Background: an optimization exercise with open tools, aiming at small area, a short achievable clock period and few clock cycles per item. Do not read the settings as production practice. Function was checked by simulation only, so behaviour that the tests miss may differ from the original.

==> 11-10: inputs <==
## stochastic_calcium_cluster_step
module stochastic_calcium_cluster_step #(
   parameter int NUM_CLUSTERS = scs_pkg::NUM_CLUSTERS_DEF,
   parameter int MAX_CHANNELS = scs_pkg::MAX_CHANNELS_DEF
) (
   input  logic                            clock,
   input  logic                            reset,
   input  logic                            req_tvalid,
   output logic                            req_tready,
   input  logic [scs_pkg::REQ_DATA_W-1:0]  req_tdata,
   input  logic                            req_tlast,
   output logic                            rsp_tvalid,
   input  logic                            rsp_tready,
   output logic [scs_pkg::RSP_DATA_W-1:0]  rsp_tdata,
   output logic                            rsp_tuser,
   input  logic                            csr_we,
   input  logic [scs_pkg::CSR_IDX_W-1:0]   csr_index,
   input  logic [scs_pkg::CSR_DATA_W-1:0]  csr_wdata
);
==> flow/config.mk <==
export PLATFORM = sky130hd
export DESIGN_NAME = stochastic_calcium_cluster_step
export DESIGN_NICKNAME = stochastic_calcium_cluster_step
export VERILOG_FILES = /design/flow/design.v
export SDC_FILE = /design/flow/constraint.sdc
export NUM_CORES = 4
export LEC_CHECK = 0
export CAP_MARGIN = 20
export CORE_MARGIN = 2
export CORE_UTILIZATION = 40
export PLACE_DENSITY = 0.6
export SETUP_SLACK_MARGIN = 3
export SLEW_MARGIN = 20
==> flow/constraint.sdc <==
create_clock -name core_clock -period 11.0 [get_ports {clock}]
set_input_delay 2.2000 -clock core_clock [delete_from_list [all_inputs] [get_ports {clock}]]
set_output_delay 2.2000 -clock core_clock [all_outputs]
set_load 0.01 [all_outputs]
run.sh (not shown) runs the stock make flow with config.mk's settings and CLKGATE_MAP_FILE= SYNTH_SCRIPT=/design/flow/synth_recipe.tcl, a recipe that flattens the netlist after the stock synthesis.
==> inputs of 06-23, as changes to 11-10 <==
--- a/flow/design.v
+++ b/flow/design.v
@@ -143,10 +143,12 @@
                   M_CB = 6, M_LEAK = 7, M_BASE = 8;
    logic [8:0]  ms;
    logic        mc_q;
    logic [23:0] cn_q, mca_q;
    logic        mspk_q, neg_q, base_ok, m_den, m_conf;
+   logic        den_rdy_q;         
+   logic        cb_end;
    logic        eager_q, base_wr;    
    logic [25:0] base_q, base_nx;    
    logic [40:0] x_q;
    logic [44:0] acc_q;
    logic [7:0]  tsn_q;
@@ -156,11 +158,11 @@
    logic [40:0] d_q, r_q;
    logic [3:0]  cnt_q;
    logic [2:0]  g_q;
    logic [47:0] h_q;
    logic        rsp_v;
-   logic [NC-1:0] in_oh, req_oh;
+   logic [NC-1:0] in_oh, req_oh, zblk;
    logic [4:0]    s_old, s_new;
    logic          s_zero, s_neg, req_ok, guess, src_last, hit_pend;
    logic          lt_refr, lt_close, lt_p;
    logic          blk, take, upd, launch, launch_ok;
    logic [23:0]   req_r;
@@ -181,11 +183,13 @@
       lt_refr  = req_r < refr_q;
       lt_close = req_r < close_q;
       lt_p     = req_r < p_q;
       hit_pend = |(req_oh & pendc);
       guess    = req_ok & s_zero & (nl_q != 2'd0);
-      blk      = hit_pend | (guess & (&pv)) | (src_last & ~launch_ok);
+      for (int i = 0; i < NC; i++)
+         zblk[i] = pendc[i] | ((cs[i] == 5'd0) & (nl_q != 2'd0) & (&pv));
+      blk      = (|(req_oh & zblk)) | (src_last & ~launch_ok);
       take     = req_tvalid & ~blk;
       upd      = take & req_ok;
       launch   = take & src_last;
       draw_v   = (src_d == 4'd0) ? 4'd1 : src_d;
       nref     = (rnum_q == 4'd0) ? 4'd1 : rnum_q;
@@ -335,11 +339,12 @@
       .a({1'b0, cn_q}), .b(~{1'b0, thr_q}), .ci(1'b1), .s(thr_d), .co(thr_co));
    logic csr_hit;
    assign csr_hit = csr_we && (csr_index == 3'd4 || csr_index == 3'd6);
    logic handoff, rsp_free, pdone;
    assign rsp_free = ~rsp_v | rsp_tready;
-   assign handoff  = m_den & (m_conf | (vfy_q & ~mispredict)) & ~d_div & ~d_fin & rsp_free;
+   assign cb_end   = ms[M_CB] & mc_q;
+   assign handoff  = m_den & den_rdy_q & (m_conf | (vfy_q & ~mispredict)) & ~d_div & ~d_fin & rsp_free;
    always_ff @(posedge clock) begin
       if (reset) begin
          ms      <= 9'd1 << M_WAIT;
          mc_q    <= 1'b0;
          mca_q   <= scs_pkg::CA_REST_RST;
@@ -431,17 +436,20 @@
             m_den <= 1'b0;
             ms    <= 9'd1 << M_CA;
          end
       end
    end
+   logic [40:0] dvs, rin;
+   assign dvs = d_q;
+   assign rin = r_q;
    logic [42:0] t1;
    logic [43:0] e1, e2, e3;
    logic [43:0] e1_s, e2_s, e3_s, x3, y3, z3, s3, c3;
    logic        e1_co, e2_co, e3_co;
-   assign x3 = {1'b0, r_q, 2'b11};
-   assign y3 = ~{3'b0, d_q};
-   assign z3 = ~{2'b0, d_q, 1'b0};
+   assign x3 = {1'b0, rin, 2'b11};
+   assign y3 = ~{3'b0, dvs};
+   assign z3 = ~{2'b0, dvs, 1'b0};
    assign s3 = x3 ^ y3 ^ z3;
    assign c3 = {((x3[42:0] & y3[42:0]) | (x3[42:0] & z3[42:0]) | (y3[42:0] & z3[42:0])), 1'b1};
    scs_bk_add #(.W(44)) u_e1 (.a(x3), .b(y3), .ci(1'b1), .s(e1_s), .co(e1_co));
    scs_bk_add #(.W(44)) u_e2 (.a(x3), .b(z3), .ci(1'b1), .s(e2_s), .co(e2_co));
    scs_bk_add #(.W(44)) u_e3 (.a(s3), .b(c3), .ci(1'b1), .s(e3_s), .co(e3_co));
@@ -450,11 +458,11 @@
    logic [41:0] t2;
    logic [42:0] e4;
    logic        g2;
    logic [40:0] r2;
    always_comb begin
-      t1 = {r_q, 2'b11};
+      t1 = {rin, 2'b11};
       e1 = e1_s;
       e2 = e2_s;
       e3 = e3_s;
       if (!e3[43]) begin
          g1 = 2'd3;
@@ -468,11 +476,11 @@
       end else begin
          g1 = 2'd0;
          r1 = t1[40:0];
       end
       t2 = {r1, 1'b1};
-      e4 = {1'b0, t2} - {2'b0, d_q};
+      e4 = {1'b0, t2} - {2'b0, dvs};
       g2 = ~e4[42];
       r2 = e4[42] ? t2[40:0] : e4[40:0];
    end
    logic [47:0] h_n, h_init;
    logic [2:0]  hu;
@@ -486,31 +494,34 @@
    assign hs1 = ha ^ hb0 ^ hb1;
    assign hc1 = {((ha[46:0] & hb0[46:0]) | (ha[46:0] & hb1[46:0]) | (hb0[46:0] & hb1[46:0])), 1'b0};
    assign hs2 = hs1 ^ hc1 ^ hb2;
    assign hc2 = {((hs1[46:0] & hc1[46:0]) | (hs1[46:0] & hb2[46:0]) | (hc1[46:0] & hb2[46:0])), 1'b0};
    scs_bk_add #(.W(48)) u_h (.a(hs2), .b(hc2), .ci(1'b0), .s(h_n), .co(hn_co));
-   assign hsh = 48'(os_q) << (3 * (skip_q - 3'd1));
+   assign hsh = 48'(os_q) << (3 * skip_q);
    logic [47:0] h_sub;
    scs_bk_add #(.W(48)) u_hi (.a(hsh), .b(~{24'd0, os_q}), .ci(1'b1), .s(h_sub), .co(hi_co));
    assign h_init = (skip_q == 3'd0) ? 48'd0 : h_sub;
    assign pdone  = d_fin;
    always_ff @(posedge clock) begin
       if (reset) begin
          d_div  <= 1'b0;
          d_fin  <= 1'b0;
+         den_rdy_q <= 1'b0;
          rsp_v  <= 1'b0;
          p_q    <= P_RST;
          nl_q   <= 2'd0;
          vfy_q  <= 1'b0;
       end else begin
          vfy_q <= pdone;
          nl_q  <= nl_q + {1'b0, launch} - {1'b0, pdone};
+         den_rdy_q <= ~d_div & (cb_end | (m_den & ~handoff & ~mispredict));
+         if (!d_div) d_q <= cb_end ? msum[44:4] : x_q;
          if (handoff) begin
-            d_q    <= x_q;
-            cnt_q  <= 4'd8 - 4'(skip_q);
+            cnt_q  <= 4'd7 - 4'(skip_q);
             os_d   <= os_q;
-            d_div  <= 1'b1;
+            if (skip_q == 3'd7) d_fin <= 1'b1;
+            else                d_div <= 1'b1;
          end
          if (d_div) begin
             cnt_q <= cnt_q - 4'd1;
             if (cnt_q == 4'd1) begin
                d_div <= 1'b0;
@@ -524,19 +535,14 @@
          if (handoff)         rsp_v <= 1'b1;
          else if (rsp_tready) rsp_v <= 1'b0;
       end
    end
    always_ff @(posedge clock) begin
-      if (handoff) begin
-         r_q <= 41'((41'd1 << (16 + 3 * skip_q)) - 41'd1);
-         g_q <= (skip_q == 3'd0) ? 3'd7 : 3'd0;
-         h_q <= h_init;
-      end else begin
-         r_q <= r2;
-         g_q <= {g1, g2};
-         h_q <= h_n;
-      end
+      r_q <= (d_div | handoff) ? r2
+             : 41'((41'd1 << (16 + 3 * (cb_end ? skip : skip_q))) - 41'd1);
+      g_q <= {g1, g2};
+      h_q <= handoff ? h_init : h_n;
    end
    assign rsp_tvalid = rsp_v;
    assign rsp_tdata  = {6'd0, mca_q, 2'd0, tsn_q};
    assign rsp_tuser  = mspk_q;
 endmodule
==> inputs of 06-18, as changes to 11-10 <==
--- a/flow/design.v
+++ b/flow/design.v
@@ -156,39 +156,45 @@
    logic [40:0] d_q, r_q;
    logic [3:0]  cnt_q;
    logic [2:0]  g_q;
    logic [47:0] h_q;
    logic        rsp_v;
+   logic          dfr_v;
+   logic [23:0]   dfr_r;
+   logic [3:0]    dfr_d, dfr_i;
+   logic [NC-1:0] dfr_oh;
    logic [NC-1:0] in_oh, req_oh;
    logic [4:0]    s_old, s_new;
-   logic          s_zero, s_neg, req_ok, guess, src_last, hit_pend;
+   logic          s_zero, s_neg, req_ok, guess, replay, src_last, hit_pend;
    logic          lt_refr, lt_close, lt_p;
-   logic          blk, take, upd, launch, launch_ok;
+   logic          blk, take, upd, launch, launch_ok, defer;
    logic [23:0]   req_r;
    logic [3:0]    src_d, src_i, draw_v, nref;
    assign launch_ok = ms[M_WAIT] & ~m_den & (nl_q != 2'd2) & ~rsp_v;
    always_comb begin
       for (int i = 0; i < NC; i++) in_oh[i] = req_tdata[33:28] == 6'(i);
-      req_oh   = in_oh;
-      req_r    = req_tdata[23:0];
-      src_d    = req_tdata[27:24];
-      src_i    = req_tdata[31:28];
-      src_last = req_tlast;
+      replay   = dfr_v & ~|(dfr_oh & pendc);
+      req_oh   = replay ? dfr_oh : in_oh;
+      req_r    = replay ? dfr_r : req_tdata[23:0];
+      src_d    = replay ? dfr_d : req_tdata[27:24];
+      src_i    = replay ? dfr_i : req_tdata[31:28];
+      src_last = ~replay & req_tlast;
       s_old    = 5'd0;
       for (int i = 0; i < NC; i++) s_old = s_old | (req_oh[i] ? cs[i] : 5'd0);
       req_ok   = |req_oh;
       s_zero   = s_old == 5'd0;
       s_neg    = s_old[4];
       lt_refr  = req_r < refr_q;
       lt_close = req_r < close_q;
       lt_p     = req_r < p_q;
       hit_pend = |(req_oh & pendc);
       guess    = req_ok & s_zero & (nl_q != 2'd0);
-      blk      = hit_pend | (guess & (&pv)) | (src_last & ~launch_ok);
-      take     = req_tvalid & ~blk;
+      blk      = hit_pend | (guess & (&pv)) | (src_last & (~launch_ok | dfr_v));
+      take     = (replay | req_tvalid) & ~blk;
       upd      = take & req_ok;
       launch   = take & src_last;
+      defer    = ~replay & req_tvalid & hit_pend & ~dfr_v & ~req_tlast;
       draw_v   = (src_d == 4'd0) ? 4'd1 : src_d;
       nref     = (rnum_q == 4'd0) ? 4'd1 : rnum_q;
       s_new    = s_old;
       if (s_neg) begin
          if (lt_refr) s_new = s_old + 5'd1;
@@ -196,29 +202,44 @@
          if (lt_p) s_new = {1'b0, draw_v};
       end else if (lt_close) begin
          s_new = (s_old == 5'd1) ? (5'd1 - {1'b0, nref}) : (s_old - 5'd1);
       end
    end
-   assign req_tready = ~blk;
+   assign req_tready = ~replay & (~blk | (hit_pend & ~dfr_v & ~req_tlast));
+   always_ff @(posedge clock) begin
+      if (reset) dfr_v <= 1'b0;
+      else if (defer) dfr_v <= 1'b1;
+      else if (replay && take) dfr_v <= 1'b0;
+   end
+   always_ff @(posedge clock) begin
+      if (defer) begin
+         dfr_oh <= in_oh;
+         dfr_r  <= req_tdata[23:0];
+         dfr_d  <= req_tdata[27:24];
+         dfr_i  <= req_tdata[31:28];
+      end
+   end
    logic [24:0] act_d [NP];
    for (genvar j = 0; j < NP; j++) begin : g_act
       logic co;
       scs_bk_add #(.W(25)) u_cmp (
          .a({1'b0, pr[j]}), .b(~{1'b0, p_q}), .ci(1'b1), .s(act_d[j]), .co(co));
    end
    logic [NP-1:0] act, mis;
-   logic [7:0]    fixd [NP];          
-   logic [7:0]    fix1;               
+   logic [7:0]    fix1, fix2;         
    logic          mispredict;
    always_comb begin
+      fix1 = 8'd0;
+      fix2 = 8'd0;
       for (int j = 0; j < NP; j++) begin
-         act[j]  = act_d[j][24];
-         mis[j]  = vfy_q & pv[j] & (act[j] != ppred[j]);
-         fixd[j] = !mis[j] ? 8'd0 : (act[j] ? 8'(pdv[j]) : 8'd0 - 8'(pdv[j]));
+         act[j] = act_d[j][24];
+         mis[j] = vfy_q & pv[j] & (act[j] != ppred[j]);
+         if (mis[j]) begin
+            if (plag2[j]) fix2 = act[j] ? fix2 + 8'(pdv[j]) : fix2 - 8'(pdv[j]);
+            else          fix1 = act[j] ? fix1 + 8'(pdv[j]) : fix1 - 8'(pdv[j]);
+         end
       end
-      fix1 = 8'd0;
-      for (int j = 0; j < NP; j++) fix1 = fix1 + (plag2[j] ? 8'd0 : fixd[j]);
       mispredict = |(mis & ~plag2) & (nl_q != 2'd0);
    end
    logic [NP-1:0] slot;
    always_comb begin
       slot = '0;
@@ -229,13 +250,13 @@
          end
       end
    end
    logic [7:0] tot_n;
    always_comb begin
-      tot_n = tot_q + fixd[0] + fixd[1] + fixd[2]
-              + ((upd && s_zero && lt_p) ? 8'(draw_v) : 8'd0)
-              + ((upd && !s_zero && !s_neg && lt_close) ? 8'hFF : 8'd0);
+      tot_n = tot_q + fix1 + fix2;
+      if (upd && s_zero && lt_p)            tot_n = tot_n + 8'(draw_v);
+      if (upd && !s_zero && !s_neg && lt_close) tot_n = tot_n - 8'd1;
    end
    always_ff @(posedge clock) begin
       if (reset) begin
          for (int i = 0; i < NC; i++) cs[i] <= 5'd0;
          pendc <= '0;
@@ -277,29 +298,28 @@
    end
    logic [31:0] ma;
    logic [23:0] mb;
    logic [11:0] mdig;
    logic [44:0] madd, msum;
-   logic        leak_mul;
+   logic        mact, leak_mul;
    always_comb begin
       leak_mul = ms[M_LK] | ms[M_LEAK];
       ma = ({32{ms[M_CA]}} & {8'd0, puff_q})
-         | ({32{ms[M_SQ] & ~mc_q}} & {8'd0, clv})
-         | ({32{ms[M_SQ] & mc_q}} & {8'd0, cn_q})
+         | ({32{ms[M_SQ]}} & {8'd0, cn_q})
          | ({32{ms[M_CB]}} & x_q[31:0])
          | ({32{leak_mul}} & {8'd0, lk_q});
       mb = ({24{ms[M_CA]}} & {16'd0, tsn_q})
-         | ({24{ms[M_SQ] & ~mc_q}} & clv)
-         | ({24{(ms[M_SQ] & mc_q) | ms[M_CB] | leak_mul}} & cn_q);
+         | ({24{ms[M_SQ] | ms[M_CB] | leak_mul}} & cn_q);
       madd = ({45{ms[M_CA]}} & 45'(base_q))
            | ({45{ms[M_CB]}} & (45'd1 << 32))
            | ({45{leak_mul}} & (45'd1 << 23));
+      mact = ms[M_CA] | ms[M_SQ] | ms[M_CB] | leak_mul;
       mdig = mc_q ? mb[23:12] : mb[11:0];
       msum = (mc_q ? acc_q : madd) + ma * mdig;
    end
    always_ff @(posedge clock) begin
-      acc_q <= msum >> 12;    
+      if (mact) acc_q <= msum >> 12;
    end
    logic [4:0] msb_a, msb_b;
    logic [5:0] ab;
    logic [2:0] skip;
    always_comb begin
@@ -311,23 +331,23 @@
       skip = 3'd0;
       for (int t = 1; t <= 7; t++) if (ab >= 6'(32 + 3 * t)) skip = 3'(t);
    end
    logic [24:0] dca;
    logic [23:0] mag;
-   logic        cl_neg, cl_over, cneg_q, cover_q;
-   logic [23:0] clv;
+   logic        cl_neg, cl_over;
+   logic [23:0] cl_v;
    logic [25:0] base_n;
    logic [23:0] dca_neg;
    logic        dca_co, neg_co, base_co;
    scs_bk_add #(.W(25)) u_dca (
       .a({1'b0, mca_q}), .b(~{1'b0, rest_q}), .ci(1'b1), .s(dca), .co(dca_co));
    scs_bk_add #(.W(24)) u_neg (
       .a(~dca[23:0]), .b(24'd0), .ci(1'b1), .s(dca_neg), .co(neg_co));
    assign mag     = dca[24] ? dca_neg : dca[23:0];
    assign cl_neg  = ~|msum[32:25];
    assign cl_over = (|msum[32:26]) | (msum[25] & msum[24]);
-   assign clv     = {24{cover_q}} | ({24{~cneg_q}} & x_q[23:0]);
+   assign cl_v    = cl_neg ? 24'd0 : (cl_over ? 24'hFF_FFFF : msum[23:0]);
    scs_bk_add #(.W(26)) u_base (
       .a({2'b10, mca_q}), .b(neg_q ? {2'b0, acc_q[23:0]} : ~{2'b0, acc_q[23:0]}),
       .ci(~neg_q), .s(base_n), .co(base_co));
    logic [24:0] thr_d;
    logic        thr_co;
@@ -383,24 +403,21 @@
             base_nx <= base_n;
             base_ok <= ~base_wr;
             ms      <= eager_q ? (9'd1 << M_WAIT) : (9'd1 << M_CA);
          end
          if (ms[M_CA]) begin
-            x_q     <= msum[40:0];
-            cneg_q  <= cl_neg;
-            cover_q <= cl_over;
-            ms      <= 9'd1 << M_SQ;
+            cn_q <= cl_v;
+            ms   <= 9'd1 << M_SQ;
          end
          if (ms[M_SQ]) begin
             mc_q <= ~mc_q;
             if (!mc_q) begin
-               cn_q <= clv;
-            end else begin
                mspk_q <= ~thr_d[24];
                mca_q  <= thr_d[24] ? cn_q : rest_q;
-               x_q    <= 41'(msum[35:4]);
-               ms     <= 9'd1 << M_CB;
+            end else begin
+               x_q <= 41'(msum[35:4]);
+               ms  <= 9'd1 << M_CB;
             end
          end
          if (ms[M_CB]) begin
             mc_q <= ~mc_q;
             if (mc_q) begin
@@ -504,15 +521,21 @@
       end else begin
          vfy_q <= pdone;
          nl_q  <= nl_q + {1'b0, launch} - {1'b0, pdone};
          if (handoff) begin
             d_q    <= x_q;
+            r_q    <= 41'((41'd1 << (16 + 3 * skip_q)) - 41'd1);
             cnt_q  <= 4'd8 - 4'(skip_q);
+            g_q    <= (skip_q == 3'd0) ? 3'd7 : 3'd0;
+            h_q    <= h_init;
             os_d   <= os_q;
             d_div  <= 1'b1;
          end
          if (d_div) begin
+            r_q   <= r2;
+            g_q   <= {g1, g2};
+            h_q   <= h_n;
             cnt_q <= cnt_q - 4'd1;
             if (cnt_q == 4'd1) begin
                d_div <= 1'b0;
                d_fin <= 1'b1;
             end
@@ -523,20 +546,9 @@
          end
          if (handoff)         rsp_v <= 1'b1;
          else if (rsp_tready) rsp_v <= 1'b0;
       end
    end
-   always_ff @(posedge clock) begin
-      if (handoff) begin
-         r_q <= 41'((41'd1 << (16 + 3 * skip_q)) - 41'd1);
-         g_q <= (skip_q == 3'd0) ? 3'd7 : 3'd0;
-         h_q <= h_init;
-      end else begin
-         r_q <= r2;
-         g_q <= {g1, g2};
-         h_q <= h_n;
-      end
-   end
    assign rsp_tvalid = rsp_v;
    assign rsp_tdata  = {6'd0, mca_q, 2'd0, tsn_q};
    assign rsp_tuser  = mspk_q;
 endmodule
==> summary of the runs <==
Routed wire length: 06-18 > 06-23 > 11-10. Cell count, lowest first: 06-23, 11-10, 06-18. 06-18 finished clean. 11-10 passed the timing, design-rule and antenna checks. 06-23 finished with timing, DRC and antenna clean. Synthesized area: 06-23 < 11-10 < 06-18. The highest critical path depth belongs to 06-18, the lowest to 11-10. Non-clock buffer count: 06-18 > 06-23 > 11-10.
Testbench counts of 11-10, summed over its fixed seeds: cycles 3,874, steps 320.
Testbench counts of 06-23, summed over its fixed seeds: cycles 3,751, steps 320.
Testbench counts of 06-18, summed over its fixed seeds: cycles 3,806, steps 320.

## re-timing with driven ports
The flow's constraints put no driver on any port. The routed layouts listed below were extracted and timed again, unchanged, in two steps. Step 1: set_driving_cell puts a clkbuf_16 on clock and a buf_2 on each other input, an assumption about the parent block. Step 2 adds t to the input delays and takes it off the output delays; t is the mean of the earliest and latest rising clock arrival at the registers after step 1. Input paths then give back, and output paths get back, about the clock's delay inside the block. Slacks: no drivers / after step 1 / after step 2; pairs: no drivers / after step 1.
run	t, ns	setup slack, ns	worst hold slack (ns)	worst data-port slew with drivers (ns)	pins driven straight from the clock port
11-10	0.779	3.172 / 3.172 / 2.553	0.455 / 0.455 / 0.455	0.16	1
06-23	0.791	3.168 / 3.168 / 2.467	0.455 / 0.455 / 0.455	0.15	1
06-18	0.791	2.260 / 2.260 / 2.260	0.456 / 0.456 / 0.456	0.17	1
After both steps setup and hold are still met in every run listed. For 06-23, which loses most, drivers alone change the setup slack by 0.000 ns; drivers and shift together by -0.701 ns.
